From an optimization exercise on the open Yosys and OpenROAD flow, aimed at small area, a short achievable clock period and few clock cycles; shortcuts taken in it are not production practice.
Function was not checked in any run shown here: the RTL went through the layout flow alone.
Power figures rest on the tool's default switching activity, not on a simulated workload.

--- flow/design.v ---
`default_nettype none
package xyolo_lanes_pkg;
  localparam int c_DATA_W   = 16;
  localparam int c_N_LANES  = 4;
  localparam int c_SHIFT_W  = 5;
  localparam int c_CNT_W    = 12;
  localparam int c_LEAKY_SH = 3;
  localparam int c_MP_MAX   = 4;
  typedef enum logic [2:0] {
    S_IDLE  = 3'd0,
    S_ACC   = 3'd1,
    S_DRAIN = 3'd2,
    S_POST  = 3'd3,
    S_OUT   = 3'd4
  } state_t;
endpackage
`default_nettype wire
`default_nettype none
module xyolo_lane
#(
  parameter int DATA_W   = xyolo_lanes_pkg::c_DATA_W,
  parameter int SHIFT_W  = xyolo_lanes_pkg::c_SHIFT_W,
  parameter int CNT_W    = xyolo_lanes_pkg::c_CNT_W,
  parameter int LEAKY_SH = xyolo_lanes_pkg::c_LEAKY_SH
) (
  input  logic               clk,
  input  logic               beat_en,     
  input  logic               bypass,      
  input  logic               bias_en,     
  input  logic [DATA_W-1:0]  pixel,
  input  logic [DATA_W-1:0]  weight,
  input  logic [DATA_W-1:0]  bias,
  input  logic [SHIFT_W-1:0] cfg_shift,
  input  logic               cfg_leaky,
  input  logic [27:0]        fit_mask,    
  input  logic               acc_load,    
  input  logic               pool_en,     
  input  logic               pool_first,  
  output logic [DATA_W-1:0]  result
);
  logic [15:0] r_x, r_y, r_b;
  always_ff @(posedge clk) begin
    r_x <= pixel;
    r_y <= beat_en ? (bypass ? 16'd1 : weight) : 16'd0;
    r_b <= bias_en ? bias : 16'd0;
  end
  logic [16:0] w_xe;
  logic [7:0]  w_one, w_two, w_neg;
  logic [16:0] w_r0, w_r1, w_r2, w_r3, w_r4, w_r5, w_r6, w_r7;
  assign w_xe = {r_x[15], r_x};
  for (genvar j = 0; j < 8; j++) begin : g_enc
    logic yl, ym, yh;
    assign yl = (j == 0) ? 1'b0 : r_y[2*j-1];
    assign ym = r_y[2*j];
    assign yh = r_y[2*j+1];
    assign w_one[j] = ym ^ yl;
    assign w_two[j] = (yh & ~ym & ~yl) | (~yh & ym & yl);
    assign w_neg[j] = yh;
  end
  assign w_r0 = ({17{w_one[0]}} & w_xe | {17{w_two[0]}} & {w_xe[15:0], 1'b0}) ^ {17{w_neg[0]}};
  assign w_r1 = ({17{w_one[1]}} & w_xe | {17{w_two[1]}} & {w_xe[15:0], 1'b0}) ^ {17{w_neg[1]}};
  assign w_r2 = ({17{w_one[2]}} & w_xe | {17{w_two[2]}} & {w_xe[15:0], 1'b0}) ^ {17{w_neg[2]}};
  assign w_r3 = ({17{w_one[3]}} & w_xe | {17{w_two[3]}} & {w_xe[15:0], 1'b0}) ^ {17{w_neg[3]}};
  assign w_r4 = ({17{w_one[4]}} & w_xe | {17{w_two[4]}} & {w_xe[15:0], 1'b0}) ^ {17{w_neg[4]}};
  assign w_r5 = ({17{w_one[5]}} & w_xe | {17{w_two[5]}} & {w_xe[15:0], 1'b0}) ^ {17{w_neg[5]}};
  assign w_r6 = ({17{w_one[6]}} & w_xe | {17{w_two[6]}} & {w_xe[15:0], 1'b0}) ^ {17{w_neg[6]}};
  assign w_r7 = ({17{w_one[7]}} & w_xe | {17{w_two[7]}} & {w_xe[15:0], 1'b0}) ^ {17{w_neg[7]}};
  wire hs0, hc0;
  xyolo_ha u_ha0 (.a(w_r0[10]), .b(w_r1[8]), .s(hs0), .co(hc0));
  wire hs1, hc1;
  xyolo_ha u_ha1 (.a(w_r0[11]), .b(w_r1[9]), .s(hs1), .co(hc1));
  wire fs0, fc0;
  xyolo_fa u_fa0 (.a(w_r0[12]), .b(w_r1[10]), .c(w_r2[8]), .s(fs0), .co(fc0));
  wire hs2, hc2;
  xyolo_ha u_ha2 (.a(w_r3[6]), .b(w_r4[4]), .s(hs2), .co(hc2));
  wire fs1, fc1;
  xyolo_fa u_fa1 (.a(w_r0[13]), .b(w_r1[11]), .c(w_r2[9]), .s(fs1), .co(fc1));
  wire hs3, hc3;
  xyolo_ha u_ha3 (.a(w_r3[7]), .b(w_r4[5]), .s(hs3), .co(hc3));
  wire fs2, fc2;
  xyolo_fa u_fa2 (.a(w_r0[14]), .b(w_r1[12]), .c(w_r2[10]), .s(fs2), .co(fc2));
  wire fs3, fc3;
  xyolo_fa u_fa3 (.a(w_r3[8]), .b(w_r4[6]), .c(w_r5[4]), .s(fs3), .co(fc3));
  wire hs4, hc4;
  xyolo_ha u_ha4 (.a(w_r6[2]), .b(w_r7[0]), .s(hs4), .co(hc4));
  wire fs4, fc4;
  xyolo_fa u_fa4 (.a(w_r0[15]), .b(w_r1[13]), .c(w_r2[11]), .s(fs4), .co(fc4));
  wire fs5, fc5;
  xyolo_fa u_fa5 (.a(w_r3[9]), .b(w_r4[7]), .c(w_r5[5]), .s(fs5), .co(fc5));
  wire hs5, hc5;
  xyolo_ha u_ha5 (.a(w_r6[3]), .b(w_r7[1]), .s(hs5), .co(hc5));
  wire fs6, fc6;
  xyolo_fa u_fa6 (.a(~w_r0[16]), .b(w_r1[14]), .c(w_r2[12]), .s(fs6), .co(fc6));
  wire fs7, fc7;
  xyolo_fa u_fa7 (.a(w_r3[10]), .b(w_r4[8]), .c(w_r5[6]), .s(fs7), .co(fc7));
  wire fs8, fc8;
  assign fs8 = w_r6[4] ^ w_r7[2] ^ 1'b1;
  assign fc8 = (w_r6[4] & w_r7[2]) | (1'b1 & (w_r6[4] ^ w_r7[2]));
  wire fs9, fc9;
  xyolo_fa u_fa9 (.a(w_r1[15]), .b(w_r2[13]), .c(w_r3[11]), .s(fs9), .co(fc9));
  wire fs10, fc10;
  xyolo_fa u_fa10 (.a(w_r4[9]), .b(w_r5[7]), .c(w_r6[5]), .s(fs10), .co(fc10));
  wire hs6, hc6;
  assign hs6 = w_r7[3] ^ 1'b1;
  assign hc6 = w_r7[3] & 1'b1;
  wire fs11, fc11;
  xyolo_fa u_fa11 (.a(~w_r1[16]), .b(w_r2[14]), .c(w_r3[12]), .s(fs11), .co(fc11));
  wire fs12, fc12;
  xyolo_fa u_fa12 (.a(w_r4[10]), .b(w_r5[8]), .c(w_r6[6]), .s(fs12), .co(fc12));
  wire fs13, fc13;
  xyolo_fa u_fa13 (.a(w_r2[15]), .b(w_r3[13]), .c(w_r4[11]), .s(fs13), .co(fc13));
  wire hs7, hc7;
  xyolo_ha u_ha7 (.a(w_r5[9]), .b(w_r6[7]), .s(hs7), .co(hc7));
  wire fs14, fc14;
  xyolo_fa u_fa14 (.a(~w_r2[16]), .b(w_r3[14]), .c(w_r4[12]), .s(fs14), .co(fc14));
  wire hs8, hc8;
  xyolo_ha u_ha8 (.a(w_r3[15]), .b(w_r4[13]), .s(hs8), .co(hc8));
  wire hs9, hc9;
  xyolo_ha u_ha9 (.a(w_r0[6]), .b(w_r1[4]), .s(hs9), .co(hc9));
  wire hs10, hc10;
  xyolo_ha u_ha10 (.a(w_r0[7]), .b(w_r1[5]), .s(hs10), .co(hc10));
  wire fs15, fc15;
  xyolo_fa u_fa15 (.a(w_r0[8]), .b(w_r1[6]), .c(w_r2[4]), .s(fs15), .co(fc15));
  wire hs11, hc11;
  xyolo_ha u_ha11 (.a(w_r3[2]), .b(w_r4[0]), .s(hs11), .co(hc11));
  wire fs16, fc16;
  xyolo_fa u_fa16 (.a(w_r0[9]), .b(w_r1[7]), .c(w_r2[5]), .s(fs16), .co(fc16));
  wire hs12, hc12;
  xyolo_ha u_ha12 (.a(w_r3[3]), .b(w_r4[1]), .s(hs12), .co(hc12));
  wire fs17, fc17;
  xyolo_fa u_fa17 (.a(w_r2[6]), .b(w_r3[4]), .c(w_r4[2]), .s(fs17), .co(fc17));
  wire fs18, fc18;
  xyolo_fa u_fa18 (.a(w_r5[0]), .b(w_neg[5]), .c(hs0), .s(fs18), .co(fc18));
  wire fs19, fc19;
  xyolo_fa u_fa19 (.a(w_r2[7]), .b(w_r3[5]), .c(w_r4[3]), .s(fs19), .co(fc19));
  wire fs20, fc20;
  xyolo_fa u_fa20 (.a(w_r5[1]), .b(hc0), .c(hs1), .s(fs20), .co(fc20));
  wire fs21, fc21;
  xyolo_fa u_fa21 (.a(w_r5[2]), .b(w_r6[0]), .c(w_neg[6]), .s(fs21), .co(fc21));
  wire fs22, fc22;
  xyolo_fa u_fa22 (.a(hc1), .b(fs0), .c(hs2), .s(fs22), .co(fc22));
  wire fs23, fc23;
  xyolo_fa u_fa23 (.a(w_r5[3]), .b(w_r6[1]), .c(fc0), .s(fs23), .co(fc23));
  wire fs24, fc24;
  xyolo_fa u_fa24 (.a(hc2), .b(fs1), .c(hs3), .s(fs24), .co(fc24));
  wire fs25, fc25;
  xyolo_fa u_fa25 (.a(w_neg[7]), .b(fc1), .c(hc3), .s(fs25), .co(fc25));
  wire fs26, fc26;
  xyolo_fa u_fa26 (.a(fs2), .b(fs3), .c(hs4), .s(fs26), .co(fc26));
  wire fs27, fc27;
  xyolo_fa u_fa27 (.a(fc2), .b(fc3), .c(hc4), .s(fs27), .co(fc27));
  wire fs28, fc28;
  xyolo_fa u_fa28 (.a(fs4), .b(fs5), .c(hs5), .s(fs28), .co(fc28));
  wire fs29, fc29;
  xyolo_fa u_fa29 (.a(fc4), .b(fc5), .c(hc5), .s(fs29), .co(fc29));
  wire fs30, fc30;
  xyolo_fa u_fa30 (.a(fs6), .b(fs7), .c(fs8), .s(fs30), .co(fc30));
  wire fs31, fc31;
  xyolo_fa u_fa31 (.a(fc6), .b(fc7), .c(fc8), .s(fs31), .co(fc31));
  wire fs32, fc32;
  xyolo_fa u_fa32 (.a(fs9), .b(fs10), .c(hs6), .s(fs32), .co(fc32));
  wire fs33, fc33;
  xyolo_fa u_fa33 (.a(w_r7[4]), .b(fc9), .c(fc10), .s(fs33), .co(fc33));
  wire fs34, fc34;
  xyolo_fa u_fa34 (.a(hc6), .b(fs11), .c(fs12), .s(fs34), .co(fc34));
  wire fs35, fc35;
  xyolo_fa u_fa35 (.a(w_r7[5]), .b(fc11), .c(fc12), .s(fs35), .co(fc35));
  wire fs36, fc36;
  assign fs36 = fs13 ^ hs7 ^ 1'b1;
  assign fc36 = (fs13 & hs7) | (1'b1 & (fs13 ^ hs7));
  wire fs37, fc37;
  xyolo_fa u_fa37 (.a(w_r5[10]), .b(w_r6[8]), .c(w_r7[6]), .s(fs37), .co(fc37));
  wire fs38, fc38;
  xyolo_fa u_fa38 (.a(fc13), .b(hc7), .c(fs14), .s(fs38), .co(fc38));
  wire fs39, fc39;
  xyolo_fa u_fa39 (.a(w_r5[11]), .b(w_r6[9]), .c(w_r7[7]), .s(fs39), .co(fc39));
  wire fs40, fc40;
  assign fs40 = fc14 ^ hs8 ^ 1'b1;
  assign fc40 = (fc14 & hs8) | (1'b1 & (fc14 ^ hs8));
  wire fs41, fc41;
  xyolo_fa u_fa41 (.a(~w_r3[16]), .b(w_r4[14]), .c(w_r5[12]), .s(fs41), .co(fc41));
  wire fs42, fc42;
  xyolo_fa u_fa42 (.a(w_r6[10]), .b(w_r7[8]), .c(hc8), .s(fs42), .co(fc42));
  wire fs43, fc43;
  xyolo_fa u_fa43 (.a(w_r4[15]), .b(w_r5[13]), .c(w_r6[11]), .s(fs43), .co(fc43));
  wire hs13, hc13;
  assign hs13 = w_r7[9] ^ 1'b1;
  assign hc13 = w_r7[9] & 1'b1;
  wire fs44, fc44;
  xyolo_fa u_fa44 (.a(~w_r4[16]), .b(w_r5[14]), .c(w_r6[12]), .s(fs44), .co(fc44));
  wire hs14, hc14;
  xyolo_ha u_ha14 (.a(w_r5[15]), .b(w_r6[13]), .s(hs14), .co(hc14));
  wire hs15, hc15;
  xyolo_ha u_ha15 (.a(w_r0[4]), .b(w_r1[2]), .s(hs15), .co(hc15));
  wire hs16, hc16;
  xyolo_ha u_ha16 (.a(w_r0[5]), .b(w_r1[3]), .s(hs16), .co(hc16));
  wire fs45, fc45;
  xyolo_fa u_fa45 (.a(w_r2[2]), .b(w_r3[0]), .c(w_neg[3]), .s(fs45), .co(fc45));
  wire fs46, fc46;
  xyolo_fa u_fa46 (.a(w_r2[3]), .b(w_r3[1]), .c(hc9), .s(fs46), .co(fc46));
  wire fs47, fc47;
  xyolo_fa u_fa47 (.a(w_neg[4]), .b(hc10), .c(fs15), .s(fs47), .co(fc47));
  wire fs48, fc48;
  xyolo_fa u_fa48 (.a(fc15), .b(hc11), .c(fs16), .s(fs48), .co(fc48));
  wire fs49, fc49;
  xyolo_fa u_fa49 (.a(fc16), .b(hc12), .c(fs17), .s(fs49), .co(fc49));
  wire fs50, fc50;
  xyolo_fa u_fa50 (.a(fc17), .b(fc18), .c(fs19), .s(fs50), .co(fc50));
  wire fs51, fc51;
  xyolo_fa u_fa51 (.a(fc19), .b(fc20), .c(fs21), .s(fs51), .co(fc51));
  wire fs52, fc52;
  xyolo_fa u_fa52 (.a(fc21), .b(fc22), .c(fs23), .s(fs52), .co(fc52));
  wire fs53, fc53;
  xyolo_fa u_fa53 (.a(fc23), .b(fc24), .c(fs25), .s(fs53), .co(fc53));
  wire fs54, fc54;
  xyolo_fa u_fa54 (.a(fc25), .b(fc26), .c(fs27), .s(fs54), .co(fc54));
  wire fs55, fc55;
  xyolo_fa u_fa55 (.a(fc27), .b(fc28), .c(fs29), .s(fs55), .co(fc55));
  wire fs56, fc56;
  xyolo_fa u_fa56 (.a(fc29), .b(fc30), .c(fs31), .s(fs56), .co(fc56));
  wire fs57, fc57;
  xyolo_fa u_fa57 (.a(fc31), .b(fc32), .c(fs33), .s(fs57), .co(fc57));
  wire fs58, fc58;
  xyolo_fa u_fa58 (.a(fc33), .b(fc34), .c(fs35), .s(fs58), .co(fc58));
  wire fs59, fc59;
  xyolo_fa u_fa59 (.a(fc35), .b(fc36), .c(fs37), .s(fs59), .co(fc59));
  wire fs60, fc60;
  xyolo_fa u_fa60 (.a(fc37), .b(fc38), .c(fs39), .s(fs60), .co(fc60));
  wire fs61, fc61;
  xyolo_fa u_fa61 (.a(fc39), .b(fc40), .c(fs41), .s(fs61), .co(fc61));
  wire fs62, fc62;
  xyolo_fa u_fa62 (.a(fc41), .b(fc42), .c(fs43), .s(fs62), .co(fc62));
  wire fs63, fc63;
  xyolo_fa u_fa63 (.a(w_r7[10]), .b(fc43), .c(hc13), .s(fs63), .co(fc63));
  wire fs64, fc64;
  xyolo_fa u_fa64 (.a(w_r7[11]), .b(fc44), .c(hs14), .s(fs64), .co(fc64));
  wire fs65, fc65;
  xyolo_fa u_fa65 (.a(~w_r5[16]), .b(w_r6[14]), .c(w_r7[12]), .s(fs65), .co(fc65));
  wire hs17, hc17;
  xyolo_ha u_ha17 (.a(w_r6[15]), .b(w_r7[13]), .s(hs17), .co(hc17));
  wire hs18, hc18;
  xyolo_ha u_ha18 (.a(w_r0[2]), .b(w_r1[0]), .s(hs18), .co(hc18));
  wire hs19, hc19;
  xyolo_ha u_ha19 (.a(w_r0[3]), .b(w_r1[1]), .s(hs19), .co(hc19));
  wire fs66, fc66;
  xyolo_fa u_fa66 (.a(w_r2[0]), .b(w_neg[2]), .c(hs15), .s(fs66), .co(fc66));
  wire fs67, fc67;
  xyolo_fa u_fa67 (.a(w_r2[1]), .b(hc15), .c(hs16), .s(fs67), .co(fc67));
  wire fs68, fc68;
  xyolo_fa u_fa68 (.a(hs9), .b(hc16), .c(fs45), .s(fs68), .co(fc68));
  wire fs69, fc69;
  xyolo_fa u_fa69 (.a(hs10), .b(fc45), .c(fs46), .s(fs69), .co(fc69));
  wire fs70, fc70;
  xyolo_fa u_fa70 (.a(hs11), .b(fc46), .c(fs47), .s(fs70), .co(fc70));
  wire fs71, fc71;
  xyolo_fa u_fa71 (.a(hs12), .b(fc47), .c(fs48), .s(fs71), .co(fc71));
  wire fs72, fc72;
  xyolo_fa u_fa72 (.a(fs18), .b(fc48), .c(fs49), .s(fs72), .co(fc72));
  wire fs73, fc73;
  xyolo_fa u_fa73 (.a(fs20), .b(fc49), .c(fs50), .s(fs73), .co(fc73));
  wire fs74, fc74;
  xyolo_fa u_fa74 (.a(fs22), .b(fc50), .c(fs51), .s(fs74), .co(fc74));
  wire fs75, fc75;
  xyolo_fa u_fa75 (.a(fs24), .b(fc51), .c(fs52), .s(fs75), .co(fc75));
  wire fs76, fc76;
  xyolo_fa u_fa76 (.a(fs26), .b(fc52), .c(fs53), .s(fs76), .co(fc76));
  wire fs77, fc77;
  xyolo_fa u_fa77 (.a(fs28), .b(fc53), .c(fs54), .s(fs77), .co(fc77));
  wire fs78, fc78;
  xyolo_fa u_fa78 (.a(fs30), .b(fc54), .c(fs55), .s(fs78), .co(fc78));
  wire fs79, fc79;
  xyolo_fa u_fa79 (.a(fs32), .b(fc55), .c(fs56), .s(fs79), .co(fc79));
  wire fs80, fc80;
  xyolo_fa u_fa80 (.a(fs34), .b(fc56), .c(fs57), .s(fs80), .co(fc80));
  wire fs81, fc81;
  xyolo_fa u_fa81 (.a(fs36), .b(fc57), .c(fs58), .s(fs81), .co(fc81));
  wire fs82, fc82;
  xyolo_fa u_fa82 (.a(fs38), .b(fc58), .c(fs59), .s(fs82), .co(fc82));
  wire fs83, fc83;
  xyolo_fa u_fa83 (.a(fs40), .b(fc59), .c(fs60), .s(fs83), .co(fc83));
  wire fs84, fc84;
  xyolo_fa u_fa84 (.a(fs42), .b(fc60), .c(fs61), .s(fs84), .co(fc84));
  wire fs85, fc85;
  xyolo_fa u_fa85 (.a(hs13), .b(fc61), .c(fs62), .s(fs85), .co(fc85));
  wire fs86, fc86;
  xyolo_fa u_fa86 (.a(fs44), .b(fc62), .c(fs63), .s(fs86), .co(fc86));
  wire fs87, fc87;
  assign fs87 = fc63 ^ fs64 ^ 1'b1;
  assign fc87 = (fc63 & fs64) | (1'b1 & (fc63 ^ fs64));
  wire fs88, fc88;
  xyolo_fa u_fa88 (.a(hc14), .b(fc64), .c(fs65), .s(fs88), .co(fc88));
  wire fs89, fc89;
  assign fs89 = fc65 ^ hs17 ^ 1'b1;
  assign fc89 = (fc65 & hs17) | (1'b1 & (fc65 ^ hs17));
  wire fs90, fc90;
  xyolo_fa u_fa90 (.a(~w_r6[16]), .b(w_r7[14]), .c(hc17), .s(fs90), .co(fc90));
  wire hs20, hc20;
  assign hs20 = w_r7[15] ^ 1'b1;
  assign hc20 = w_r7[15] & 1'b1;
  logic [43:0] w_seed;
  assign w_seed = {{28{r_b[15]}}, r_b} << cfg_shift;
  logic [30:0] r_t0;
  logic [30:0] r_t1;
  logic [43:0] r_seed;
  always_ff @(posedge clk) begin
    r_t0[0] <= w_r0[0];
    r_t1[0] <= w_neg[0];
    r_t0[1] <= w_r0[1];
    r_t0[2] <= w_neg[1];
    r_t1[2] <= hs18;
    r_t0[3] <= hc18;
    r_t1[3] <= hs19;
    r_t0[4] <= hc19;
    r_t1[4] <= fs66;
    r_t0[5] <= fc66;
    r_t1[5] <= fs67;
    r_t0[6] <= fc67;
    r_t1[6] <= fs68;
    r_t0[7] <= fc68;
    r_t1[7] <= fs69;
    r_t0[8] <= fc69;
    r_t1[8] <= fs70;
    r_t0[9] <= fc70;
    r_t1[9] <= fs71;
    r_t0[10] <= fc71;
    r_t1[10] <= fs72;
    r_t0[11] <= fc72;
    r_t1[11] <= fs73;
    r_t0[12] <= fc73;
    r_t1[12] <= fs74;
    r_t0[13] <= fc74;
    r_t1[13] <= fs75;
    r_t0[14] <= fc75;
    r_t1[14] <= fs76;
    r_t0[15] <= fc76;
    r_t1[15] <= fs77;
    r_t0[16] <= fc77;
    r_t1[16] <= fs78;
    r_t0[17] <= fc78;
    r_t1[17] <= fs79;
    r_t0[18] <= fc79;
    r_t1[18] <= fs80;
    r_t0[19] <= fc80;
    r_t1[19] <= fs81;
    r_t0[20] <= fc81;
    r_t1[20] <= fs82;
    r_t0[21] <= fc82;
    r_t1[21] <= fs83;
    r_t0[22] <= fc83;
    r_t1[22] <= fs84;
    r_t0[23] <= fc84;
    r_t1[23] <= fs85;
    r_t0[24] <= fc85;
    r_t1[24] <= fs86;
    r_t0[25] <= fc86;
    r_t1[25] <= fs87;
    r_t0[26] <= fc87;
    r_t1[26] <= fs88;
    r_t0[27] <= fc88;
    r_t1[27] <= fs89;
    r_t0[28] <= fc89;
    r_t1[28] <= fs90;
    r_t0[29] <= fc90;
    r_t1[29] <= hs20;
    r_t0[30] <= ~w_r7[16];
    r_t1[30] <= hc20;
    r_seed <= w_seed;
  end
  logic [43:0] w_row0, w_row1, w_x, w_cs_s, w_cs_c, w_acc_n;
  logic [43:0] r_acc;
  assign w_row0 = {1'b1, 1'b1, 1'b1, 1'b1, 1'b1, 1'b1, 1'b1, 1'b1, 1'b1, 1'b1, 1'b1, 1'b1, 1'b1, r_t0[30], r_t0[29], r_t0[28], r_t0[27], r_t0[26], r_t0[25], r_t0[24], r_t0[23], r_t0[22], r_t0[21], r_t0[20], r_t0[19], r_t0[18], r_t0[17], r_t0[16], r_t0[15], r_t0[14], r_t0[13], r_t0[12], r_t0[11], r_t0[10], r_t0[9], r_t0[8], r_t0[7], r_t0[6], r_t0[5], r_t0[4], r_t0[3], r_t0[2], r_t0[1], r_t0[0]};
  assign w_row1 = {1'b0, 1'b0, 1'b0, 1'b0, 1'b0, 1'b0, 1'b0, 1'b0, 1'b0, 1'b0, 1'b0, 1'b0, 1'b0, r_t1[30], r_t1[29], r_t1[28], r_t1[27], r_t1[26], r_t1[25], r_t1[24], r_t1[23], r_t1[22], r_t1[21], r_t1[20], r_t1[19], r_t1[18], r_t1[17], r_t1[16], r_t1[15], r_t1[14], r_t1[13], r_t1[12], r_t1[11], r_t1[10], r_t1[9], r_t1[8], r_t1[7], r_t1[6], r_t1[5], r_t1[4], r_t1[3], r_t1[2], 1'b0, r_t1[0]};
  assign w_x     = acc_load ? r_seed : r_acc;
  assign w_cs_s  = w_x ^ w_row0 ^ w_row1;
  assign w_cs_c  = (w_x & w_row0) | (w_row1 & (w_x ^ w_row0));
  wire [43:0] ca_p0, ca_g0, ca_sum;
  assign ca_p0 = w_cs_s ^ {w_cs_c[42:0], 1'b0};
  assign ca_g0 = w_cs_s & {w_cs_c[42:0], 1'b0};
  wire ca_G0, ca_P0;
  assign ca_G0 = ca_g0[1] | (ca_p0[1] & ca_g0[0]);
  assign ca_P0 = ca_p0[1] & ca_p0[0];
  wire ca_G1, ca_P1;
  assign ca_G1 = ca_g0[3] | (ca_p0[3] & ca_g0[2]);
  assign ca_P1 = ca_p0[3] & ca_p0[2];
  wire ca_G2, ca_P2;
  assign ca_G2 = ca_g0[5] | (ca_p0[5] & ca_g0[4]);
  assign ca_P2 = ca_p0[5] & ca_p0[4];
  wire ca_G3, ca_P3;
  assign ca_G3 = ca_g0[7] | (ca_p0[7] & ca_g0[6]);
  assign ca_P3 = ca_p0[7] & ca_p0[6];
  wire ca_G4, ca_P4;
  assign ca_G4 = ca_g0[9] | (ca_p0[9] & ca_g0[8]);
  assign ca_P4 = ca_p0[9] & ca_p0[8];
  wire ca_G5, ca_P5;
  assign ca_G5 = ca_g0[11] | (ca_p0[11] & ca_g0[10]);
  assign ca_P5 = ca_p0[11] & ca_p0[10];
  wire ca_G6, ca_P6;
  assign ca_G6 = ca_g0[13] | (ca_p0[13] & ca_g0[12]);
  assign ca_P6 = ca_p0[13] & ca_p0[12];
  wire ca_G7, ca_P7;
  assign ca_G7 = ca_g0[15] | (ca_p0[15] & ca_g0[14]);
  assign ca_P7 = ca_p0[15] & ca_p0[14];
  wire ca_G8, ca_P8;
  assign ca_G8 = ca_g0[17] | (ca_p0[17] & ca_g0[16]);
  assign ca_P8 = ca_p0[17] & ca_p0[16];
  wire ca_G9, ca_P9;
  assign ca_G9 = ca_g0[19] | (ca_p0[19] & ca_g0[18]);
  assign ca_P9 = ca_p0[19] & ca_p0[18];
  wire ca_G10, ca_P10;
  assign ca_G10 = ca_g0[21] | (ca_p0[21] & ca_g0[20]);
  assign ca_P10 = ca_p0[21] & ca_p0[20];
  wire ca_G11, ca_P11;
  assign ca_G11 = ca_g0[23] | (ca_p0[23] & ca_g0[22]);
  assign ca_P11 = ca_p0[23] & ca_p0[22];
  wire ca_G12, ca_P12;
  assign ca_G12 = ca_g0[25] | (ca_p0[25] & ca_g0[24]);
  assign ca_P12 = ca_p0[25] & ca_p0[24];
  wire ca_G13, ca_P13;
  assign ca_G13 = ca_g0[27] | (ca_p0[27] & ca_g0[26]);
  assign ca_P13 = ca_p0[27] & ca_p0[26];
  wire ca_G14, ca_P14;
  assign ca_G14 = ca_g0[29] | (ca_p0[29] & ca_g0[28]);
  assign ca_P14 = ca_p0[29] & ca_p0[28];
  wire ca_G15, ca_P15;
  assign ca_G15 = ca_g0[31] | (ca_p0[31] & ca_g0[30]);
  assign ca_P15 = ca_p0[31] & ca_p0[30];
  wire ca_G16, ca_P16;
  assign ca_G16 = ca_g0[33] | (ca_p0[33] & ca_g0[32]);
  assign ca_P16 = ca_p0[33] & ca_p0[32];
  wire ca_G17, ca_P17;
  assign ca_G17 = ca_g0[35] | (ca_p0[35] & ca_g0[34]);
  assign ca_P17 = ca_p0[35] & ca_p0[34];
  wire ca_G18, ca_P18;
  assign ca_G18 = ca_g0[37] | (ca_p0[37] & ca_g0[36]);
  assign ca_P18 = ca_p0[37] & ca_p0[36];
  wire ca_G19, ca_P19;
  assign ca_G19 = ca_g0[39] | (ca_p0[39] & ca_g0[38]);
  assign ca_P19 = ca_p0[39] & ca_p0[38];
  wire ca_G20, ca_P20;
  assign ca_G20 = ca_g0[41] | (ca_p0[41] & ca_g0[40]);
  assign ca_P20 = ca_p0[41] & ca_p0[40];
  wire ca_G21, ca_P21;
  assign ca_G21 = ca_g0[43] | (ca_p0[43] & ca_g0[42]);
  assign ca_P21 = ca_p0[43] & ca_p0[42];
  wire ca_G22, ca_P22;
  assign ca_G22 = ca_G1 | (ca_P1 & ca_G0);
  assign ca_P22 = ca_P1 & ca_P0;
  wire ca_G23, ca_P23;
  assign ca_G23 = ca_G3 | (ca_P3 & ca_G2);
  assign ca_P23 = ca_P3 & ca_P2;
  wire ca_G24, ca_P24;
  assign ca_G24 = ca_G5 | (ca_P5 & ca_G4);
  assign ca_P24 = ca_P5 & ca_P4;
  wire ca_G25, ca_P25;
  assign ca_G25 = ca_G7 | (ca_P7 & ca_G6);
  assign ca_P25 = ca_P7 & ca_P6;
  wire ca_G26, ca_P26;
  assign ca_G26 = ca_G9 | (ca_P9 & ca_G8);
  assign ca_P26 = ca_P9 & ca_P8;
  wire ca_G27, ca_P27;
  assign ca_G27 = ca_G11 | (ca_P11 & ca_G10);
  assign ca_P27 = ca_P11 & ca_P10;
  wire ca_G28, ca_P28;
  assign ca_G28 = ca_G13 | (ca_P13 & ca_G12);
  assign ca_P28 = ca_P13 & ca_P12;
  wire ca_G29, ca_P29;
  assign ca_G29 = ca_G15 | (ca_P15 & ca_G14);
  assign ca_P29 = ca_P15 & ca_P14;
  wire ca_G30, ca_P30;
  assign ca_G30 = ca_G17 | (ca_P17 & ca_G16);
  assign ca_P30 = ca_P17 & ca_P16;
  wire ca_G31, ca_P31;
  assign ca_G31 = ca_G19 | (ca_P19 & ca_G18);
  assign ca_P31 = ca_P19 & ca_P18;
  wire ca_G32, ca_P32;
  assign ca_G32 = ca_G21 | (ca_P21 & ca_G20);
  assign ca_P32 = ca_P21 & ca_P20;
  wire ca_G33, ca_P33;
  assign ca_G33 = ca_G23 | (ca_P23 & ca_G22);
  assign ca_P33 = ca_P23 & ca_P22;
  wire ca_G34, ca_P34;
  assign ca_G34 = ca_G25 | (ca_P25 & ca_G24);
  assign ca_P34 = ca_P25 & ca_P24;
  wire ca_G35, ca_P35;
  assign ca_G35 = ca_G27 | (ca_P27 & ca_G26);
  assign ca_P35 = ca_P27 & ca_P26;
  wire ca_G36, ca_P36;
  assign ca_G36 = ca_G29 | (ca_P29 & ca_G28);
  assign ca_P36 = ca_P29 & ca_P28;
  wire ca_G37, ca_P37;
  assign ca_G37 = ca_G31 | (ca_P31 & ca_G30);
  assign ca_P37 = ca_P31 & ca_P30;
  wire ca_G38, ca_P38;
  assign ca_G38 = ca_G34 | (ca_P34 & ca_G33);
  assign ca_P38 = ca_P34 & ca_P33;
  wire ca_G39, ca_P39;
  assign ca_G39 = ca_G36 | (ca_P36 & ca_G35);
  assign ca_P39 = ca_P36 & ca_P35;
  wire ca_G40, ca_P40;
  assign ca_G40 = ca_G39 | (ca_P39 & ca_G38);
  assign ca_P40 = ca_P39 & ca_P38;
  wire ca_G41, ca_P41;
  assign ca_G41 = ca_G35 | (ca_P35 & ca_G38);
  assign ca_P41 = ca_P35 & ca_P38;
  wire ca_G42, ca_P42;
  assign ca_G42 = ca_G37 | (ca_P37 & ca_G40);
  assign ca_P42 = ca_P37 & ca_P40;
  wire ca_G43, ca_P43;
  assign ca_G43 = ca_G24 | (ca_P24 & ca_G33);
  assign ca_P43 = ca_P24 & ca_P33;
  wire ca_G44, ca_P44;
  assign ca_G44 = ca_G26 | (ca_P26 & ca_G38);
  assign ca_P44 = ca_P26 & ca_P38;
  wire ca_G45, ca_P45;
  assign ca_G45 = ca_G28 | (ca_P28 & ca_G41);
  assign ca_P45 = ca_P28 & ca_P41;
  wire ca_G46, ca_P46;
  assign ca_G46 = ca_G30 | (ca_P30 & ca_G40);
  assign ca_P46 = ca_P30 & ca_P40;
  wire ca_G47, ca_P47;
  assign ca_G47 = ca_G32 | (ca_P32 & ca_G42);
  assign ca_P47 = ca_P32 & ca_P42;
  wire ca_G48, ca_P48;
  assign ca_G48 = ca_G2 | (ca_P2 & ca_G22);
  assign ca_P48 = ca_P2 & ca_P22;
  wire ca_G49, ca_P49;
  assign ca_G49 = ca_G4 | (ca_P4 & ca_G33);
  assign ca_P49 = ca_P4 & ca_P33;
  wire ca_G50, ca_P50;
  assign ca_G50 = ca_G6 | (ca_P6 & ca_G43);
  assign ca_P50 = ca_P6 & ca_P43;
  wire ca_G51, ca_P51;
  assign ca_G51 = ca_G8 | (ca_P8 & ca_G38);
  assign ca_P51 = ca_P8 & ca_P38;
  wire ca_G52, ca_P52;
  assign ca_G52 = ca_G10 | (ca_P10 & ca_G44);
  assign ca_P52 = ca_P10 & ca_P44;
  wire ca_G53, ca_P53;
  assign ca_G53 = ca_G12 | (ca_P12 & ca_G41);
  assign ca_P53 = ca_P12 & ca_P41;
  wire ca_G54, ca_P54;
  assign ca_G54 = ca_G14 | (ca_P14 & ca_G45);
  assign ca_P54 = ca_P14 & ca_P45;
  wire ca_G55, ca_P55;
  assign ca_G55 = ca_G16 | (ca_P16 & ca_G40);
  assign ca_P55 = ca_P16 & ca_P40;
  wire ca_G56, ca_P56;
  assign ca_G56 = ca_G18 | (ca_P18 & ca_G46);
  assign ca_P56 = ca_P18 & ca_P46;
  wire ca_G57, ca_P57;
  assign ca_G57 = ca_G20 | (ca_P20 & ca_G42);
  assign ca_P57 = ca_P20 & ca_P42;
  wire ca_G58, ca_P58;
  assign ca_G58 = ca_g0[2] | (ca_p0[2] & ca_G0);
  assign ca_P58 = ca_p0[2] & ca_P0;
  wire ca_G59, ca_P59;
  assign ca_G59 = ca_g0[4] | (ca_p0[4] & ca_G22);
  assign ca_P59 = ca_p0[4] & ca_P22;
  wire ca_G60, ca_P60;
  assign ca_G60 = ca_g0[6] | (ca_p0[6] & ca_G48);
  assign ca_P60 = ca_p0[6] & ca_P48;
  wire ca_G61, ca_P61;
  assign ca_G61 = ca_g0[8] | (ca_p0[8] & ca_G33);
  assign ca_P61 = ca_p0[8] & ca_P33;
  wire ca_G62, ca_P62;
  assign ca_G62 = ca_g0[10] | (ca_p0[10] & ca_G49);
  assign ca_P62 = ca_p0[10] & ca_P49;
  wire ca_G63, ca_P63;
  assign ca_G63 = ca_g0[12] | (ca_p0[12] & ca_G43);
  assign ca_P63 = ca_p0[12] & ca_P43;
  wire ca_G64, ca_P64;
  assign ca_G64 = ca_g0[14] | (ca_p0[14] & ca_G50);
  assign ca_P64 = ca_p0[14] & ca_P50;
  wire ca_G65, ca_P65;
  assign ca_G65 = ca_g0[16] | (ca_p0[16] & ca_G38);
  assign ca_P65 = ca_p0[16] & ca_P38;
  wire ca_G66, ca_P66;
  assign ca_G66 = ca_g0[18] | (ca_p0[18] & ca_G51);
  assign ca_P66 = ca_p0[18] & ca_P51;
  wire ca_G67, ca_P67;
  assign ca_G67 = ca_g0[20] | (ca_p0[20] & ca_G44);
  assign ca_P67 = ca_p0[20] & ca_P44;
  wire ca_G68, ca_P68;
  assign ca_G68 = ca_g0[22] | (ca_p0[22] & ca_G52);
  assign ca_P68 = ca_p0[22] & ca_P52;
  wire ca_G69, ca_P69;
  assign ca_G69 = ca_g0[24] | (ca_p0[24] & ca_G41);
  assign ca_P69 = ca_p0[24] & ca_P41;
  wire ca_G70, ca_P70;
  assign ca_G70 = ca_g0[26] | (ca_p0[26] & ca_G53);
  assign ca_P70 = ca_p0[26] & ca_P53;
  wire ca_G71, ca_P71;
  assign ca_G71 = ca_g0[28] | (ca_p0[28] & ca_G45);
  assign ca_P71 = ca_p0[28] & ca_P45;
  wire ca_G72, ca_P72;
  assign ca_G72 = ca_g0[30] | (ca_p0[30] & ca_G54);
  assign ca_P72 = ca_p0[30] & ca_P54;
  wire ca_G73, ca_P73;
  assign ca_G73 = ca_g0[32] | (ca_p0[32] & ca_G40);
  assign ca_P73 = ca_p0[32] & ca_P40;
  wire ca_G74, ca_P74;
  assign ca_G74 = ca_g0[34] | (ca_p0[34] & ca_G55);
  assign ca_P74 = ca_p0[34] & ca_P55;
  wire ca_G75, ca_P75;
  assign ca_G75 = ca_g0[36] | (ca_p0[36] & ca_G46);
  assign ca_P75 = ca_p0[36] & ca_P46;
  wire ca_G76, ca_P76;
  assign ca_G76 = ca_g0[38] | (ca_p0[38] & ca_G56);
  assign ca_P76 = ca_p0[38] & ca_P56;
  wire ca_G77, ca_P77;
  assign ca_G77 = ca_g0[40] | (ca_p0[40] & ca_G42);
  assign ca_P77 = ca_p0[40] & ca_P42;
  wire ca_G78, ca_P78;
  assign ca_G78 = ca_g0[42] | (ca_p0[42] & ca_G57);
  assign ca_P78 = ca_p0[42] & ca_P57;
  assign ca_sum[0] = ca_p0[0] ^ 1'b0;
  assign ca_sum[1] = ca_p0[1] ^ ca_g0[0];
  assign ca_sum[2] = ca_p0[2] ^ ca_G0;
  assign ca_sum[3] = ca_p0[3] ^ ca_G58;
  assign ca_sum[4] = ca_p0[4] ^ ca_G22;
  assign ca_sum[5] = ca_p0[5] ^ ca_G59;
  assign ca_sum[6] = ca_p0[6] ^ ca_G48;
  assign ca_sum[7] = ca_p0[7] ^ ca_G60;
  assign ca_sum[8] = ca_p0[8] ^ ca_G33;
  assign ca_sum[9] = ca_p0[9] ^ ca_G61;
  assign ca_sum[10] = ca_p0[10] ^ ca_G49;
  assign ca_sum[11] = ca_p0[11] ^ ca_G62;
  assign ca_sum[12] = ca_p0[12] ^ ca_G43;
  assign ca_sum[13] = ca_p0[13] ^ ca_G63;
  assign ca_sum[14] = ca_p0[14] ^ ca_G50;
  assign ca_sum[15] = ca_p0[15] ^ ca_G64;
  assign ca_sum[16] = ca_p0[16] ^ ca_G38;
  assign ca_sum[17] = ca_p0[17] ^ ca_G65;
  assign ca_sum[18] = ca_p0[18] ^ ca_G51;
  assign ca_sum[19] = ca_p0[19] ^ ca_G66;
  assign ca_sum[20] = ca_p0[20] ^ ca_G44;
  assign ca_sum[21] = ca_p0[21] ^ ca_G67;
  assign ca_sum[22] = ca_p0[22] ^ ca_G52;
  assign ca_sum[23] = ca_p0[23] ^ ca_G68;
  assign ca_sum[24] = ca_p0[24] ^ ca_G41;
  assign ca_sum[25] = ca_p0[25] ^ ca_G69;
  assign ca_sum[26] = ca_p0[26] ^ ca_G53;
  assign ca_sum[27] = ca_p0[27] ^ ca_G70;
  assign ca_sum[28] = ca_p0[28] ^ ca_G45;
  assign ca_sum[29] = ca_p0[29] ^ ca_G71;
  assign ca_sum[30] = ca_p0[30] ^ ca_G54;
  assign ca_sum[31] = ca_p0[31] ^ ca_G72;
  assign ca_sum[32] = ca_p0[32] ^ ca_G40;
  assign ca_sum[33] = ca_p0[33] ^ ca_G73;
  assign ca_sum[34] = ca_p0[34] ^ ca_G55;
  assign ca_sum[35] = ca_p0[35] ^ ca_G74;
  assign ca_sum[36] = ca_p0[36] ^ ca_G46;
  assign ca_sum[37] = ca_p0[37] ^ ca_G75;
  assign ca_sum[38] = ca_p0[38] ^ ca_G56;
  assign ca_sum[39] = ca_p0[39] ^ ca_G76;
  assign ca_sum[40] = ca_p0[40] ^ ca_G42;
  assign ca_sum[41] = ca_p0[41] ^ ca_G77;
  assign ca_sum[42] = ca_p0[42] ^ ca_G57;
  assign ca_sum[43] = ca_p0[43] ^ ca_G78;
  assign w_acc_n = ca_sum;
  always_ff @(posedge clk) r_acc <= w_acc_n;
  logic [43:0] w_shr;
  logic        w_ovf;
  logic [15:0] w_sat, w_v, r_pool;
  assign w_shr = $signed(r_acc) >>> cfg_shift;
  assign w_ovf = |((r_acc[42:15] ^ {28{r_acc[43]}}) & fit_mask);
  assign w_sat = w_ovf ? {r_acc[43], {15{~r_acc[43]}}} : w_shr[15:0];
  assign w_v   = (cfg_leaky && w_sat[15]) ? {{LEAKY_SH{1'b1}}, w_sat[15:LEAKY_SH]} : w_sat;
  always_ff @(posedge clk) begin
    if (pool_en && (pool_first || ($signed(w_v) > $signed(r_pool)))) r_pool <= w_v;
  end
  assign result = r_pool;
endmodule
module xyolo_fa (input  logic a, b, c, output logic s, co);
  assign s  = a ^ b ^ c;
  assign co = (a & b) | (c & (a ^ b));
endmodule
module xyolo_ha (input  logic a, b, output logic s, co);
  assign s  = a ^ b;
  assign co = a & b;
endmodule
`default_nettype wire
`default_nettype none
module xyolo_lanes
#(
  parameter int DATA_W   = xyolo_lanes_pkg::c_DATA_W,
  parameter int N_LANES  = xyolo_lanes_pkg::c_N_LANES,
  parameter int SHIFT_W  = xyolo_lanes_pkg::c_SHIFT_W,
  parameter int CNT_W    = xyolo_lanes_pkg::c_CNT_W,
  parameter int LEAKY_SH = xyolo_lanes_pkg::c_LEAKY_SH
) (
  input  logic                      clk,
  input  logic                      rst,
  input  logic                      start,
  input  logic [CNT_W-1:0]          cfg_n_acc,
  input  logic [CNT_W-1:0]          cfg_n_out,
  input  logic [2:0]                cfg_mp_win,
  input  logic                      cfg_bias,
  input  logic                      cfg_leaky,
  input  logic                      cfg_maxpool,
  input  logic                      cfg_bypass,
  input  logic [SHIFT_W-1:0]        cfg_shift,
  input  logic                      in_valid,
  output logic                      in_ready,
  input  logic [N_LANES*DATA_W-1:0] in_pixel,
  input  logic [N_LANES*DATA_W-1:0] in_weight,
  input  logic [N_LANES*DATA_W-1:0] in_bias,
  output logic                      out_valid,
  input  logic                      out_ready,
  output logic [N_LANES*DATA_W-1:0] out_data,
  output logic                      busy,
  output logic                      done
);
  logic [CNT_W-1:0]   r_n_acc;           
  logic [2:0]         r_n_win;           
  logic               r_acc_le1, r_win_le1;
  logic               r_bypass, r_bias_en, r_leaky;
  logic [SHIFT_W-1:0] r_shift;
  logic [CNT_W-1:0]   r_bc;              
  logic [2:0]         r_wc;              
  logic [CNT_W-1:0]   r_oc;              
  logic               r_wl, r_wcl, r_ocl;    
  logic               r_wf, r_gf;        
  logic               r_run;             
  logic               r_busy, r_done, r_in_ready, r_out_valid, r_out_last, r_pend;
  logic               w_st, w_acc, w_xfer;
  logic [2:0]         w_cfg_win;
  assign w_st   = start && !r_busy;
  assign w_acc  = in_valid && r_in_ready;
  assign w_xfer = r_out_valid && out_ready;
  assign w_cfg_win = !cfg_maxpool ? 3'd1 : (cfg_mp_win[2] ? 3'd4 : cfg_mp_win);
  logic e_ld, e_wl, e_gf, e_gl, e_jl;
  assign e_ld = w_acc && (r_wf || r_bypass);
  assign e_wl = w_acc && r_wl;
  assign e_gf = r_gf;
  assign e_gl = e_wl && r_wcl;
  assign e_jl = e_gl && r_ocl;
  logic [CNT_W-1:0] n_bc, n_oc;
  logic [2:0]       n_wc;
  logic             n_wl, n_wcl, n_ocl, n_wf, n_gf, n_run, n_pend;
  always_comb begin
    n_bc = r_bc; n_wc = r_wc; n_oc = r_oc;
    n_wl = r_wl; n_wcl = r_wcl; n_ocl = r_ocl;
    n_wf = r_wf; n_gf = r_gf; n_run = r_run;
    if (w_st) begin
      n_bc  = cfg_n_acc;
      n_wl  = (cfg_n_acc[CNT_W-1:1] == '0);
      n_wc  = w_cfg_win;
      n_wcl = (w_cfg_win[2:1] == 2'd0);
      n_oc  = cfg_n_out;
      n_ocl = (cfg_n_out[CNT_W-1:1] == '0);
      n_wf  = 1'b1;
      n_gf  = 1'b1;
      n_run = 1'b1;
    end else if (w_acc) begin
      if (r_wl) begin
        n_bc = r_n_acc;
        n_wl = r_acc_le1;
        n_wf = 1'b1;
        if (r_wcl) begin
          n_wc  = r_n_win;
          n_wcl = r_win_le1;
          n_gf  = 1'b1;
          n_oc  = r_oc - CNT_W'(1);
          n_ocl = (r_oc == CNT_W'(2));
          if (r_ocl) n_run = 1'b0;
        end else begin
          n_wc  = r_wc - 3'd1;
          n_wcl = (r_wc == 3'd2);
          n_gf  = 1'b0;
        end
      end else begin
        n_bc = r_bc - CNT_W'(1);
        n_wl = (r_bc == CNT_W'(2));
        n_wf = 1'b0;
      end
    end
  end
  assign n_pend = e_gl || (r_pend && !w_xfer);
  always_ff @(posedge clk) begin
    r_bc <= n_bc; r_wc <= n_wc; r_oc <= n_oc;
    r_wl <= n_wl; r_wcl <= n_wcl; r_ocl <= n_ocl;
    r_wf <= n_wf; r_gf <= n_gf;
    if (w_st) begin
      r_n_acc   <= cfg_n_acc;
      r_acc_le1 <= (cfg_n_acc[CNT_W-1:1] == '0);
      r_n_win   <= w_cfg_win;
      r_win_le1 <= (w_cfg_win[2:1] == 2'd0);
      r_bypass  <= cfg_bypass;
      r_bias_en <= cfg_bias && !cfg_bypass;
      r_leaky   <= cfg_leaky && !cfg_bypass;
      r_shift   <= cfg_bypass ? '0 : cfg_shift;
    end
  end
  logic f0_ld, f0_wl, f0_gf, f0_gl, f0_jl;    
  logic f1_ld, f1_wl, f1_gf, f1_gl, f1_jl;    
  logic f2_wl, f2_gf, f2_gl, f2_jl;           
  always_ff @(posedge clk) begin
    if (rst) begin
      r_run <= 1'b0; r_busy <= 1'b0; r_done <= 1'b0; r_in_ready <= 1'b0;
      r_out_valid <= 1'b0; r_out_last <= 1'b0; r_pend <= 1'b0;
      {f0_ld, f0_wl, f0_gf, f0_gl, f0_jl} <= '0;
      {f1_ld, f1_wl, f1_gf, f1_gl, f1_jl} <= '0;
      {f2_wl, f2_gf, f2_gl, f2_jl} <= '0;
    end else begin
      r_run      <= n_run;
      r_pend     <= n_pend;
      r_in_ready <= n_run && !(n_pend && n_gf && n_wl);
      r_done     <= w_xfer && r_out_last;
      r_busy     <= w_st || (r_busy && !(w_xfer && r_out_last));
      if (f2_wl && f2_gl) begin
        r_out_valid <= 1'b1;
        r_out_last  <= f2_jl;
      end else if (w_xfer) begin
        r_out_valid <= 1'b0;
      end
      {f0_ld, f0_wl, f0_gf, f0_gl, f0_jl} <= {e_ld, e_wl, e_gf, e_gl, e_jl};
      {f1_ld, f1_wl, f1_gf, f1_gl, f1_jl} <= {f0_ld, f0_wl, f0_gf, f0_gl, f0_jl};
      {f2_wl, f2_gf, f2_gl, f2_jl}        <= {f1_wl, f1_gf, f1_gl, f1_jl};
    end
  end
  assign in_ready  = r_in_ready;
  assign out_valid = r_out_valid;
  assign busy      = r_busy;
  assign done      = r_done;
  logic [27:0] w_fit_mask;
  for (genvar t = 0; t < 28; t++) begin : g_mask
    assign w_fit_mask[t] = (5'(t) >= r_shift);
  end
  for (genvar g = 0; g < N_LANES; g++) begin : g_lane
    xyolo_lane #(
      .DATA_W   (DATA_W),
      .SHIFT_W  (SHIFT_W),
      .CNT_W    (CNT_W),
      .LEAKY_SH (LEAKY_SH)
    ) u_lane (
      .clk        (clk),
      .beat_en    (w_acc),
      .bypass     (r_bypass),
      .bias_en    (r_bias_en),
      .pixel      (in_pixel[g*DATA_W +: DATA_W]),
      .weight     (in_weight[g*DATA_W +: DATA_W]),
      .bias       (in_bias[g*DATA_W +: DATA_W]),
      .cfg_shift  (r_shift),
      .cfg_leaky  (r_leaky),
      .fit_mask   (w_fit_mask),
      .acc_load   (f1_ld),
      .pool_en    (f2_wl),
      .pool_first (f2_gf),
      .result     (out_data[g*DATA_W +: DATA_W])
    );
  end
endmodule
`default_nettype wire
--- flow/flow/run.sh ---
#!/bin/bash
# Standard synthesis unchanged, then the standard layout steps with the
# timing repair asked to leave extra setup margin, so that it sizes the
# critical paths for a period well below the 10 ns constraint.
set -euo pipefail
MARGIN=$(cat flow/margin.txt)
bash standard.sh synth > synth.log 2>&1
bash standard.sh SETUP_SLACK_MARGIN=$MARGIN finish > layout.log 2>&1
--- flow/flow/margin.txt ---
6.5
--- flow/standard.sh ---
#!/bin/bash
# synth_recipe.tcl (not shown) runs the flow's synth.tcl, then flattens the netlist and writes it again
# the make line also repeats each setting of config.mk as NAME=value (left out here)
make -C /OpenROAD-flow-scripts/flow DESIGN_CONFIG=/design/flow/config.mk WORK_HOME=/design/flow/orfs CLKGATE_MAP_FILE= SYNTH_SCRIPT=/design/flow/synth_recipe.tcl "${@:-finish}"
--- flow/config.mk ---
export PLATFORM = sky130hd
export DESIGN_NAME = xyolo_lanes
export DESIGN_NICKNAME = xyolo_lanes
export VERILOG_FILES = /design/flow/design.v
export SDC_FILE = /design/flow/constraint.sdc
export NUM_CORES = 4
export LEC_CHECK = 0
export ABC_AREA = 1
export CAP_MARGIN = 20
export CORE_MARGIN = 2
export CORE_UTILIZATION = 40
export SLEW_MARGIN = 20
export SYNTH_HIERARCHICAL = 1
--- flow/constraint.sdc ---
create_clock -name core_clock -period 10.0 [get_ports {clk}]
set_input_delay 2.0000 -clock core_clock [delete_from_list [all_inputs] [get_ports {clk}]]
set_output_delay 2.0000 -clock core_clock [all_outputs]
set_load 0.01 [all_outputs]
==> results of run 1 <==
[per-layer routing]
metal	track usage	wire length (um)	vias to the layer above
li1	-	-	30700
met1	0.344	101000	31300
met2	0.413	112000	3014
met3	0.0360	19200	628
met4	0.116	12200	0
met5	0	0	-
[sequential cells by signal, indices dropped and copies added (netlist names), 64 cells and up]
register and flops:
g_lane.u_lane.r_x 64, g_lane.u_lane.r_b 64, g_lane.u_lane.r_seed 176, g_lane.u_lane.r_acc 176
g_lane.u_lane.r_y 64, g_lane.u_lane.r_t0 124, g_lane.u_lane.r_t1 120, g_lane.u_lane.r_pool 64
[kinds of logic after synthesis]
logic type	after synthesis	synth area share
simple gates	3709	0.223
buf+inv	1605	0.0917
compound gates	1295	0.105
flops	930	0.278
fa+ha+maj	878	0.212
xor+xnor	603	0.0742
mux	108	0.0160
[Yosys stat by module, one instance, submodules excluded, a selection]
module	flip-flops and latches	copies in the design	cell area [um^2]
xyolo_fa	0	344	20.0
xyolo_ha	0	72	12.5
xyolo_lanes	78	1	3890
[cells in the mapped netlist (all sizes together), types with 36 or more instances]
cell / count / share of area
edfxtp: 118 / 0.050
inv: 1060 / 0.056
a21oi: 177 / 0.013
fa: 548 / 0.15
nand4: 90 / 0.0079
clkbuf: 256 / 0.014
o22ai: 477 / 0.042
nand2: 2068 / 0.11
o21ai: 503 / 0.035
nor2: 418 / 0.023
a21o: 36 / 0.0038
dfxtp: 812 / 0.23
xor2: 568 / 0.070
ha: 330 / 0.058
mux2: 44 / 0.0070
mux2i: 64 / 0.0090
nor3: 44 / 0.0031
buf: 277 / 0.021
nand3: 1045 / 0.074
[repair_timing]
action                     CTS  global route
setup endpoints to repair  509           288
gates resized for setup    924           524
buffers inserted           218           142
gates cloned                57            27
pin swaps                  208           256
[metrics by stage]
step	power (uW)	hold WS [ns]	std cells	instance area, um^2	setup slack, ns
2_1_floorplan	12700	0.326	9128	71400	6.22
3_3_place_gp	15200	0.389	11300	75500	4.55
3_5_place_dp	15500	0.396	11300	75500	4.47
4_1_cts	21700	0.404	11800	85600	6.01
5_1_grt	24900	0.419	12000	89400	5.70
6_report	23100	0.401	12000	89400	5.88
[placed cells by master, fill, tap and decap left out, types with 55 or more instances in the layout]
cell | Yosys | layout
nand2_1 | 2053 | 1896
nand3_1 | 1040 | 1018
inv_1 | 1036 | 955
dfxtp_1 | 812 | 785
xor2_1 | 568 | 563
o22ai_1 | 477 | 460
fa_1 | 548 | 460
o21ai_0 | 433 | 372
nor2_1 | 399 | 325
buf_4 | 36 | 276
ha_1 | 330 | 253
clkdlybuf4s50_1 | 0 | 232
clkbuf_16 | 0 | 132
a21oi_1 | 174 | 127
nand2_2 | 7 | 118
edfxtp_1 | 118 | 118
buf_6 | 21 | 92
nand4_1 | 90 | 90
fa_2 | 0 | 88
o21ai_1 | 70 | 73
buf_12 | 0 | 72
ha_4 | 0 | 71
inv_2 | 19 | 63
nor2_2 | 10 | 55
[path summary, 6_finish.rpt]
path                       startpoint                                   end  slack [ns]  cells after the start
min                  f0_wl$_SDFF_PP0_                      f1_wl$_SDFF_PP0_        0.40                      2
min reg2reg          f0_wl$_SDFF_PP0_                      f1_wl$_SDFF_PP0_        0.40                      2
max          r_shift[0]$_SDFFCE_PP0P_  g_lane[1].u_lane.r_pool[9]$_DFFE_PP_        5.88                     25
max reg2reg  r_shift[0]$_SDFFCE_PP0P_  g_lane[1].u_lane.r_pool[9]$_DFFE_PP_        5.88                     25
[power by group]
part	total, uW	switching, uW	leakage (uW)	internal [uW]
clock	4330	1780	0.00192	2550
sequential	5750	1000	0.00786	4750
combinational	13000	7260	0.0342	5770
total	23100	10000	0.0440	13100
[area by class of cell]
cell class                 instances  share of cell area
timing repair inverter             4            0.000294
multi-input combinational       6609               0.547
clock inverter                    68              0.0101
tap                             2340              0.0327
sequential                       930               0.222
inverter                        1072              0.0472
timing repair buffer             814               0.107
clock buffer                     137              0.0340
[worst reg2reg max path: cells and delay by family, from the launching register on]
kind,cells,cell delay [ns]
buf+inv,4,0.83
fa+ha+maj,1,0.23
compound gates,2,0.34
simple gates,18,1.99
flops,1,0.43
==> summary.txt, run 1 <==
Final layout
  • Layout cell share with drive strength beyond 1: 0.166
  • Layout area overhead: 25.7%
  • # nets final: 10,700
  • ANT cells: 0
  • # fillers: 16,600
  • FF+latch area: 19,900 um^2
  • Finished Core Util: 0.507
  • Multi-input logic area: 48,900 um^2

Synthesis
  • Async SR Flop Fraction: 0
  • Synth Instances: 9,128
  • Mapped Area: 71,200 um^2
  • Syn Nets: 10,200
  • Synth Area per Inst: 7.80 um^2
  • Post-synth EDFFs: 118
  • Sequential element share of the synthesized area: 0.278
  • Yosys Warn Count: 8
  • Synth Register Bits: 930
  • Yosys cell types: 53
  • Top_reg_cell synth: dfxtp_1

Clock tree
  • Worst-Skew Late Latency: 0.77 ns
  • Clock Root Buffer: clkbuf_16
  • H-tree levels: 3
  • Num CTS Buffers: 109
  • Clock buffer depth: 3
  • Clock sink count: 930
  • CTS Hold Buffers Added: 0
  • Clk slew on worst S/H paths: 0.07 ns
  • CTS tree: done

Outcome
  • Status: finished clean

Global route
  • First-pass GRT wire length: 367,000 um
  • Grt ovf: 0
  • Total GRT Usage: 0.258
  • Initial antenna violation count: 5
  • Vias in the first global route: 63,800
  • Largest net degree at the start of global routing: 78

Placed design
  • Gpl congestion: 0.943
  • Post-DP HPWL: 162,000 um
  • Number of port buffers: 300

STA
  • Final Hold Fails: 0
  • RSZ-0062 raised after global routing: yes
  • Post-route clock skew: 0.0443 ns
  • Maximum clock rate: 0.243 GHz
  • Setup_tns: 0 ns
  • Tmin final: 4.12 ns
  • Fin crit share: 0.412
  • Worst-margin pin slew: 1.07 ns
  • Slew headroom: 0.286
  • Slew Viols, Final: 0
  • Endpoints failing setup: 0

Floorplan
  • # IOs: 301
  • Initial Utilization: 0.403
  • Full die area: 181,000 um^2
  • Core area: 176,000 um^2
  • Die height: 426 um
  • Core Rows: 154
  • Die W: 426 um

Critical path
  • CP max stage delay: 0.43 ns
  • Crit end category: register
  • Worst setup path class: register to register
  • CP required: 10.47 ns
  • Startpoint type of the worst setup path: register
  • Slowest-stage cell, CP: edfxtp_1
  • CP max FO: 31
  • Bufs and invs on worst path: 4
  • WP data arrival: 4.59 ns
  • Most frequent CP cell: nand2_1
  • Crit-path leading delay family: simple AND/OR/NAND/NOR gates

Drt
  • DRT iter0 DRCs: 6,521
  • First drt pass iteration count: 6
  • Drt drc: 0
  • Post-route ant nets: 0
  • Via count: 65,600
  • WL final: 245,000 um
  • WL/cell: 20.4 um
  • Via density: 5.48

Job
  • Max cap viols: 0

Power
  • P_leak: 0.0440 uW
  • PwrDens: 258 nW/um^2
  • Worst vdd ir: 194 uV

Worst hold path
  • Worst Hold Class: register to register
==> run 2, diff against run 1 <==
==> flow/flow/margin.txt (replaced) <==
7.0
==> run 2 against run 1 <==
Die area unchanged. Synthesized area unchanged. Critical path type unchanged. Still clean on timing, DRC and antenna. Non-clock buffer count increased by 341. Highest routed layer unchanged.
==> summary.txt, run 2 <==
Synthesis
  • Synth Area in Compound Gates: 0.105 (unchanged)
  • Commonest cells in the netlist: 2,053 x nand2_1, 1,040 x nand3_1, 1,036 x inv_1 (unchanged)
  • Syn Nets: 10,200 (unchanged)
  • Sequential element share of the synthesized area: 0.278 (unchanged)
  • Synth Area in Simple Gates: 0.223 (unchanged)
  • Post-synthesis mux area share: 0.0160 (unchanged)
  • Synth Register Bits: 930 (unchanged)
  • Yosys top cell area share: 0.228 (unchanged)
  • Yosys cell types: 53 (unchanged)
  • Yosys Warn Count: 8 (unchanged)
  • Top_reg_cell synth: dfxtp_1 (unchanged)
  • Async SR Flop Fraction: 0 (unchanged)
  • Synth Area per Inst: 7.80 um^2 (unchanged)
  • Post-synth EDFFs: 118 (unchanged)
  • Largest family of logic cells by synthesized area: simple AND/OR/NAND/NOR gates (unchanged)
  • Synth Area in XOR/XNOR: 0.0742 (unchanged)
  • Mapped Area: 71,200 um^2 (unchanged)
  • Most common cell in the netlist: nand2_1 (unchanged)
  • Adder-Cell Fraction of Synth Area: 0.212 (unchanged)
  • Largest cells by area after synthesis: dfxtp_1 23%, fa_1 15%, nand2_1 11%, nand3_1 7.3%, xor2_1 7.0% (unchanged)
  • Synth Instances: 9,128 (unchanged)
  • Area leader, netlist: dfxtp_1 (unchanged)

Clock tree
  • Num CTS Buffers: 108 (was 109)
  • Clock sink count: 930 (unchanged)
  • H-tree levels: 3 (unchanged)
  • Clk slew on worst S/H paths: 0.07 ns (about the same)
  • CTS tree: done (unchanged)
  • Worst-Skew Late Latency: 0.74 ns (was 0.77 ns)
  • CTS Hold Buffers Added: 0 (unchanged)
  • Clock buffer depth: 3 (unchanged)
  • Clock Root Buffer: clkbuf_16 (unchanged)

Drt
  • WL/cell: 20.7 um (was 20.4 um)
  • Drt drc: 0 (unchanged)
  • Via density: 5.50 (was 5.48)
  • Via count: 67,700 (was 65,600)
  • First drt pass iteration count: 7 (was 6)
  • Post-route ant nets: 0 (unchanged)
  • DRT iter0 DRCs: 6,817 (was 6,521)
  • WL final: 256,000 um (was 245,000 um)

Floorplan
  • Die W: 426 um (unchanged)
  • Core Rows: 154 (unchanged)
  • Die height: 426 um (unchanged)
  • Full die area: 181,000 um^2 (unchanged)
  • # IOs: 301 (unchanged)
  • Initial Utilization: 0.403 (unchanged)
  • Core area: 176,000 um^2 (unchanged)

STA
  • Worst-margin pin slew: 1.05 ns (was 1.07 ns)
  • Maximum clock rate: 0.247 GHz (was 0.243 GHz)
  • Setup_tns: 0 ns (unchanged)
  • Tmin final: 4.05 ns (was 4.12 ns)
  • Fin crit share: 0.405 (was 0.412)
  • Slew Viols, Final: 0 (unchanged)
  • Post-route clock skew: 0.0300 ns (was 0.0443 ns)
  • Endpoints failing setup: 0 (unchanged)
  • Slew headroom: 0.301 (was 0.286)
  • Final Hold Fails: 0 (unchanged)
  • RSZ-0062 raised after global routing: yes (unchanged)

Global route
  • Total GRT Usage: 0.268 (was 0.258)
  • Grt ovf: 0 (unchanged)
  • First-pass GRT wire length: 382,000 um (was 367,000 um)
  • Initial antenna violation count: 3 (was 5)
  • Largest net degree at the start of global routing: 87 (was 78)
  • Vias in the first global route: 66,800 (was 63,800)

Critical path
  • Crit end category: register (unchanged)
  • CP max stage delay: 0.45 ns (was 0.43 ns)
  • Bufs and invs on worst path: 4 (unchanged)
  • Worst setup path class: register to register (unchanged)
  • CP max FO: 8 (was 31)
  • Slowest-stage cell, CP: edfxtp_1 (unchanged)
  • WP data arrival: 4.49 ns (was 4.59 ns)
  • Most frequent CP cell: nand2_1 (unchanged)
  • Crit-path leading delay family: simple AND/OR/NAND/NOR gates (unchanged)
  • CP required: 10.43 ns (was 10.47 ns)
  • Startpoint type of the worst setup path: register (unchanged)

Placed design
  • DP Area: 77,400 um^2 (was 75,500 um^2)
  • Number of port buffers: 300 (unchanged)
  • Gpl congestion: 0.942 (was 0.943)
  • Post-DP HPWL: 164,000 um (was 162,000 um)

Final layout
  • # nets final: 11,000 (was 10,700)
  • Cell area after layout: 95,600 um^2 (was 89,400 um^2)
  • Commonest cells after routing, fill and taps aside: 1,875 x nand2_1, 1,022 x nand3_1, 868 x inv_1, 755 x dfxtp_1, 538 x buf_4 (was 1,896 x nand2_1, 1,018 x nand3_1, 955 x inv_1, 785 x dfxtp_1, 563 x xor2_1)
  • Top flop regs: g_lane.u_lane.r_acc (176), g_lane.u_lane.r_seed (176), g_lane.u_lane.r_t0 (124) (unchanged)
  • Layout area overhead: 34.3% (was 25.7%)
  • Layout cell share with drive strength beyond 1: 0.257 (was 0.166)
  • Commonest non-fill, non-tap cell in the layout: nand2_1 (unchanged)

Power
  • Worst vdd ir: 193 uV (was 194 uV)
  • PwrDens: 240 nW/um^2 (was 258 nW/um^2)
  • P_leak: 0.0458 uW (was 0.0440 uW)

Job
  • Max cap viols: 0 (unchanged)

Worst hold path
  • Worst Hold Class: register to register (unchanged)

Outcome
  • Status: finished clean (unchanged)
## run 2: cell types whose count changed in the layout (fill, tap and decap cells not counted), sizes merged
| cell | before | now |
|---|---|---|
| nand2 | 2080 | 2081 |
| clkdlybuf4s15 | 34 | 0 |
| clkinvlp | 24 | 72 |
| dlygate4sd2 | 13 | 0 |
| inv | 1061 | 1005 |
| bufinv | 14 | 10 |
| buf | 489 | 878 |
| bufbuf | 25 | 33 |
| diode | 0 | 3 |
| clkinv | 45 | 46 |
| clkbuf | 158 | 162 |
## run 2: Yosys stat by module (local to each module, per instance), a selection
module       area, um^2  cells inside
xyolo_lanes        3890           452
xyolo_fa           20.0             1
xyolo_ha           12.5             1
## run 2: path summary, 6_finish.rpt
kind / start / slack [ns] / endpoint / depth (start not counted)
setup / recovery: r_shift[3]$_SDFFCE_PP0P_ / 5.95 / g_lane[3].u_lane.r_pool[3]$_DFFE_PP_ / 25
hold / removal: f0_jl$_SDFF_PP0_ / 0.39 / f1_jl$_SDFF_PP0_ / 2
setup reg to reg: r_shift[3]$_SDFFCE_PP0P_ / 5.95 / g_lane[3].u_lane.r_pool[3]$_DFFE_PP_ / 25
hold reg to reg: f0_jl$_SDFF_PP0_ / 0.39 / f1_jl$_SDFF_PP0_ / 2
## run 2: layer usage
metal  GRT usage  routed length, um
met2       0.436             118000
met5           0                  0
met1       0.348             103000
met3      0.0403              20200
met4       0.128              14000
## run 2: power by group
group | internal [uW] | switching (uW)
registers | 4750 | 960
logic | 5780 | 7240
clock network | 2540 | 1690
## run 2: kinds of logic after synthesis
logic type,Yosys count
flops,930
simple gates,3709
mux,108
buf+inv,1605
compound gates,1295
xor+xnor,603
fa+ha+maj,878
## run 2: cell type report
| class | instances | area (um^2) |
|---|---|---|
| fillers | 15800 | 80900 |
| multi-input cells | 6610 | 51700 |
| flip-flops and latches | 930 | 20000 |
| repair buffers | 1155 | 12500 |
| inverters | 1072 | 4570 |
| clock buffers | 150 | 3270 |
| well taps | 2340 | 2930 |
| clock inverters | 50 | 567 |
| repair inverters | 11 | 86.3 |
| diodes | 3 | 7.51 |
## run 2: stage by stage
stage	hold slack [ns]	cells	util	worst slack, ns	power, uW
2_1_floorplan	0.351	9128	-	6.22	13100
3_3_place_gp	0.391	11300	0.438	4.39	15600
4_1_cts	0.401	12100	0.519	6.08	21800
6_report	0.394	12300	0.541	5.95	23000
3_5_place_dp	0.389	11300	0.438	4.33	15900
5_1_grt	0.419	12300	0.541	5.73	24800
## run 2: worst reg2reg max path: stages (launching register included)
cell and delay [ns]:
edfxtp_1 0.45, clkbuf_16 0.24, nand2_1 0.10, inv_1 0.21
a21oi_4 0.15, nand3_1 0.11, nand2_1 0.05, nor2_1 0.13
nand2_2 0.09, nor2_4 0.18, nand2_8 0.13, nand2_8 0.13
nand3_4 0.13, buf_4 0.20, nand2_1 0.05, nand2_1 0.08
ha_1 0.32, a21o_1 0.19, nand3_1 0.06, a21oi_1 0.06
nor2_1 0.13, nand2_1 0.07, nand2_1 0.07, nand3_2 0.08
a21boi_4 0.19, buf_6 0.16
## run 2: timing repair
item,in CTS,in global routing
buffers inserted,574,171
gates resized for setup,1238,542
endpoints found under the hold margin,0,0
gates cloned,71,10
pin swaps,381,316
setup endpoints to repair,796,492

==> re-timing with driven ports <==
The results above use ideal ports. As a check the final layouts listed here were re-extracted and re-timed, cells and wires unchanged.
Step 1 sets driving cells, clkbuf_16 on the clock port and buf_2 on the other inputs (assumed; they add their load-dependent delay and slew).
Step 2, shift: input delay + t, output delay - t, t = (earliest + latest rising clock arrival at the registers) / 2. This alone moves slack from input paths to output paths.
Three values: no drivers, after step 1, after step 2; two values: the first two.
| run | t, ns | setup WS [ns] | cell pins on the clock port's net |
|---|---|---|---|
| run 1 | 0.832 | 5.877 / 5.877 / 5.877 | 1 |
| run 2 | 0.802 | 5.946 / 5.946 / 5.946 | 1 |
After both steps setup and hold are still met in every run listed.
